From an optimization exercise on the open Yosys and OpenROAD flow, aimed at small area and a short achievable clock period; shortcuts taken in it are not production practice. The clock port is modelled as an ideal driver; clocking choices that lean on that would not hold on a real chip. Power is estimated from default activity; no workload was simulated.

==> module ibuffer_pack, before the edit <==
module ibuffer_pack #(
  parameter int DATA_WIDTH = 64,
  parameter int BEATS      = 2,
  parameter int DEPTH      = 16,
  parameter int DEST_WIDTH = 4,
  localparam int BEAT_W    = DATA_WIDTH + 7,
  localparam int WORD_W    = BEATS * BEAT_W
) (
  input  logic                  clk,
  input  logic                  reset,
  input  logic                  i_valid,
  input  logic                  i_sop,
  input  logic                  i_eop,
  input  logic                  i_error,
  input  logic [2:0]            i_empty,
  input  logic [DATA_WIDTH-1:0] i_data,
  output logic                  o_ready,
  output logic                  o_valid,
  output logic [WORD_W-1:0]     o_data,
  output logic [DEST_WIDTH-1:0] o_dest,
  input  logic                  i_ready,
  output logic                  o_sop_err
);
  localparam int UW = BEAT_W - 1;    
  localparam int LW = BEAT_W - 2;    
  localparam int EOP = UW - 2;       
  localparam int RD = DEPTH - 1;     
  logic [DEPTH-1:0] occ_q, occ_d;
  logic             full_q, rdy_q, nrdy_q, nrdy_d;
  logic             slot_q, sop_err_q;
  logic [RD-1:0]    wen_q, wen_d, rptr_q;
  logic [RD-1:0][UW-1:0] ram_up_q;
  logic [RD-1:0][LW-1:0] ram_lo_q;
  logic [UW-1:0]         hd_up_q;
  logic [LW-1:0]         hd_lo_q;
  logic                  hd_lv_q, hd_lv_d;
  logic [DEST_WIDTH-1:0] hd_dest_q, hd_dest_d;
  logic [UW-1:0] beat_up, rd_up, hd_up_d;
  logic [LW-1:0] beat_lo, rd_lo, hd_lo_d;
  logic          valid, two;
  logic          accept, sec, push, pop, to_head, ram_push, ram_pop, hd_en, up_wr;
  assign rdy_q     = !full_q;
  assign valid     = occ_q[0];
  assign two       = occ_q[1];
  assign o_ready   = !nrdy_q;
  assign o_valid   = valid;
  assign o_data    = {1'b1, hd_up_q, hd_lv_q, 1'b0, hd_lo_q};
  localparam int DLSB = WORD_W - 8 - DEST_WIDTH + 1 - BEAT_W;   
  assign o_dest    = hd_dest_q;
  assign o_sop_err = sop_err_q;
  assign beat_up  = {i_sop, i_eop, i_empty, i_error, i_data};
  assign sec      = slot_q && !i_sop;
  assign beat_lo  = sec ? {i_eop, i_empty, i_error, i_data} : '0;
  assign accept   = i_valid && rdy_q;
  assign push     = accept && (i_eop || sec);
  assign pop      = valid && i_ready;
  assign to_head  = push && (!valid || (!two && pop));
  assign ram_push = push && !to_head;
  assign ram_pop  = pop && two;
  assign hd_en    = !valid || i_ready;
  assign up_wr    = !slot_q || (i_valid && i_sop);
  always_comb begin
    rd_up = '0;
    rd_lo = '0;
    for (int i = 0; i < RD; i++) begin
      rd_up = rd_up | (ram_up_q[i] & {UW{rptr_q[i]}});
      rd_lo = rd_lo | (ram_lo_q[i] & {LW{rptr_q[i]}});
    end
    hd_up_d = (two || sec) ? rd_up : beat_up;
    hd_lo_d = two ? rd_lo : beat_lo;
    hd_lv_d = two ? !rd_up[EOP] : sec;
    hd_dest_d = two ? rd_up[DLSB +: DEST_WIDTH]
                    : (sec ? rd_up[DLSB +: DEST_WIDTH] : beat_up[DLSB +: DEST_WIDTH]);
  end
  always_comb begin
    occ_d = occ_q;
    if (push && !pop)      occ_d = {occ_q[DEPTH-2:0], 1'b1};
    else if (pop && !push) occ_d = {1'b0, occ_q[DEPTH-1:1]};
    if (full_q)          wen_d = pop ? rptr_q : '0;
    else if (ram_push)   wen_d = (occ_q[DEPTH-2] && !pop) ? '0 : {wen_q[RD-2:0], wen_q[RD-1]};
    else                 wen_d = wen_q;
    nrdy_d = full_q ? !pop : (occ_q[DEPTH-2] && push && !pop);
  end
  always_ff @(posedge clk or posedge reset) begin
    if (reset) begin
      occ_q     <= '0;
      full_q    <= 1'b0;
      nrdy_q    <= 1'b0;
      slot_q    <= 1'b0;
      sop_err_q <= 1'b0;
      wen_q     <= RD'(1);
      rptr_q    <= RD'(1);
    end else begin
      occ_q     <= occ_d;
      full_q    <= occ_d[DEPTH-1];
      nrdy_q    <= nrdy_d;
      sop_err_q <= accept && i_sop && slot_q;
      if (accept) slot_q <= !push;
      wen_q     <= wen_d;
      if (ram_pop)  rptr_q <= {rptr_q[RD-2:0], rptr_q[RD-1]};
    end
  end
  always_ff @(posedge clk) begin
    for (int i = 0; i < RD; i++) begin
      if (wen_q[i]) begin
        if (up_wr) ram_up_q[i] <= beat_up;
        ram_lo_q[i] <= beat_lo;
      end
    end
    if (hd_en) begin
      hd_up_q <= hd_up_d;
      hd_lo_q <= hd_lo_d;
      hd_lv_q <= hd_lv_d;
      hd_dest_q <= hd_dest_d;
    end
  end
endmodule
clock: 5.5 ns
lec_check: 0
cap_margin: 20
core_margin: 2
core_utilization: 60
cts_cluster_diameter: 90
cts_cluster_size: 28
place_density: 0.7
setup_slack_margin: 3.3
slew_margin: 20
post_global_place_tcl: /design/flow/flow/post_gpl.tcl
post_cts_tcl: /design/flow/flow/post_cts.tcl
buffer_ports_args: -buffer_cell sky130_fd_sc_hd__buf_4
standard.sh (not shown) runs the stock make flow with config.mk's settings and CLKGATE_MAP_FILE= SYNTH_SCRIPT=/design/flow/synth_recipe.tcl, a recipe that flattens the netlist after the stock synthesis.
==> flow/flow/run.sh <==
#!/bin/bash
# Standard ORFS layout, with three changes:
#  * port buffers are sky130_fd_sc_hd__buf_4 (buffer_ports -buffer_cell) instead of the
#    default choice (a slow delay buffer);
#  * after global placement, flow/post_gpl.tcl moves each output port's buffer next to the
#    register that drives it, then places the pins again;
#  * after CTS, flow/post_cts.tcl rebuilds the top of the clock tree (see clk_eco.tcl).
# Each tool's output goes to the ORFS logs under orfs/logs; make's own output to run_make.log.
set -euo pipefail
W=$(pwd)
cat >> "$W/config.mk" <<EOT
export POST_GLOBAL_PLACE_TCL = $W/flow/post_gpl.tcl
export POST_CTS_TCL = $W/flow/post_cts.tcl
export BUFFER_PORTS_ARGS = -buffer_cell sky130_fd_sc_hd__buf_4
EOT
bash standard.sh finish > "$W/run_make.log" 2>&1
Other scripts of this flow, unchanged in this note and not shown: flow/flow/clk_eco.tcl, flow/flow/post_cts.tcl, flow/flow/post_gpl.tcl
The starting point passed the timing, design-rule and antenna checks.
Edit:
--- a/flow/design.v
+++ b/flow/design.v
@@ -31,25 +31,23 @@
   logic [RD-1:0]    wen_q, wen_d, rptr_q;
   logic [RD-1:0][UW-1:0] ram_up_q;
   logic [RD-1:0][LW-1:0] ram_lo_q;
   logic [UW-1:0]         hd_up_q;
   logic [LW-1:0]         hd_lo_q;
   logic                  hd_lv_q, hd_lv_d;
-  logic [DEST_WIDTH-1:0] hd_dest_q, hd_dest_d;
   logic [UW-1:0] beat_up, rd_up, hd_up_d;
   logic [LW-1:0] beat_lo, rd_lo, hd_lo_d;
   logic          valid, two;
   logic          accept, sec, push, pop, to_head, ram_push, ram_pop, hd_en, up_wr;
   assign rdy_q     = !full_q;
   assign valid     = occ_q[0];
   assign two       = occ_q[1];
   assign o_ready   = !nrdy_q;
   assign o_valid   = valid;
   assign o_data    = {1'b1, hd_up_q, hd_lv_q, 1'b0, hd_lo_q};
-  localparam int DLSB = WORD_W - 8 - DEST_WIDTH + 1 - BEAT_W;   
-  assign o_dest    = hd_dest_q;
+  assign o_dest    = o_data[WORD_W-8 -: DEST_WIDTH];
   assign o_sop_err = sop_err_q;
   assign beat_up  = {i_sop, i_eop, i_empty, i_error, i_data};
   assign sec      = slot_q && !i_sop;
   assign beat_lo  = sec ? {i_eop, i_empty, i_error, i_data} : '0;
   assign accept   = i_valid && rdy_q;
   assign push     = accept && (i_eop || sec);
@@ -66,14 +64,12 @@
       rd_up = rd_up | (ram_up_q[i] & {UW{rptr_q[i]}});
       rd_lo = rd_lo | (ram_lo_q[i] & {LW{rptr_q[i]}});
     end
     hd_up_d = (two || sec) ? rd_up : beat_up;
     hd_lo_d = two ? rd_lo : beat_lo;
     hd_lv_d = two ? !rd_up[EOP] : sec;
-    hd_dest_d = two ? rd_up[DLSB +: DEST_WIDTH]
-                    : (sec ? rd_up[DLSB +: DEST_WIDTH] : beat_up[DLSB +: DEST_WIDTH]);
   end
   always_comb begin
     occ_d = occ_q;
     if (push && !pop)      occ_d = {occ_q[DEPTH-2:0], 1'b1};
     else if (pop && !push) occ_d = {1'b0, occ_q[DEPTH-1:1]};
     if (full_q)          wen_d = pop ? rptr_q : '0;
@@ -104,14 +100,19 @@
     for (int i = 0; i < RD; i++) begin
       if (wen_q[i]) begin
         if (up_wr) ram_up_q[i] <= beat_up;
         ram_lo_q[i] <= beat_lo;
       end
     end
-    if (hd_en) begin
+  end
+  always_ff @(posedge clk or posedge reset) begin
+    if (reset) begin
+      hd_up_q <= '0;
+      hd_lo_q <= '0;
+      hd_lv_q <= 1'b0;
+    end else if (hd_en) begin
       hd_up_q <= hd_up_d;
       hd_lo_q <= hd_lo_d;
       hd_lv_q <= hd_lv_d;
-      hd_dest_q <= hd_dest_d;
     end
   end
 endmodule
=> The changed run passed the timing, design-rule and antenna checks. Cell area goes up by 1.6%. Via count goes up by 5.0%. Maximum frequency goes down by 3.5%. Core utilization goes up by 0.35 points. Die area goes up by 0.79%. Routed wire length goes up by 4.5%. First-iteration DRC count goes down by 2.7%. Total power goes down by 1.2%. Global-route usage goes up by 1.4 points. Worst hold slack degrades by 22 ps.
No functional check of the RTL was part of any run of this note.

[what the ideal ports hide]
The flow's constraints put no driver on any port. The routed layouts listed below were extracted and timed again, unchanged, in two steps. Step 1, drivers: a clkbuf_16 drives clk and a buf_2 each remaining input, both assumed. Step 2, shift: input delay + t, output delay - t, t = (earliest + latest rising clock arrival at the registers) / 2. This alone moves slack from input paths to output paths. Three values: no drivers, after step 1, after step 2; two values: the first two.
run	t (ns)	setup slack, ns	worst hold slack (ns)	worst setup path after step 2
the first run	0.717	3.232 / 3.078 / 2.675	0.530 / 0.530 / 0.530	input to register
the second run	0.736	3.151 / 3.048 / 2.627	0.508 / 0.361 / 0.508	input to register
After both steps every run listed still meets setup and hold. For the first run, which loses most, drivers alone change the setup slack by -0.154 ns; drivers and shift together by -0.557 ns.
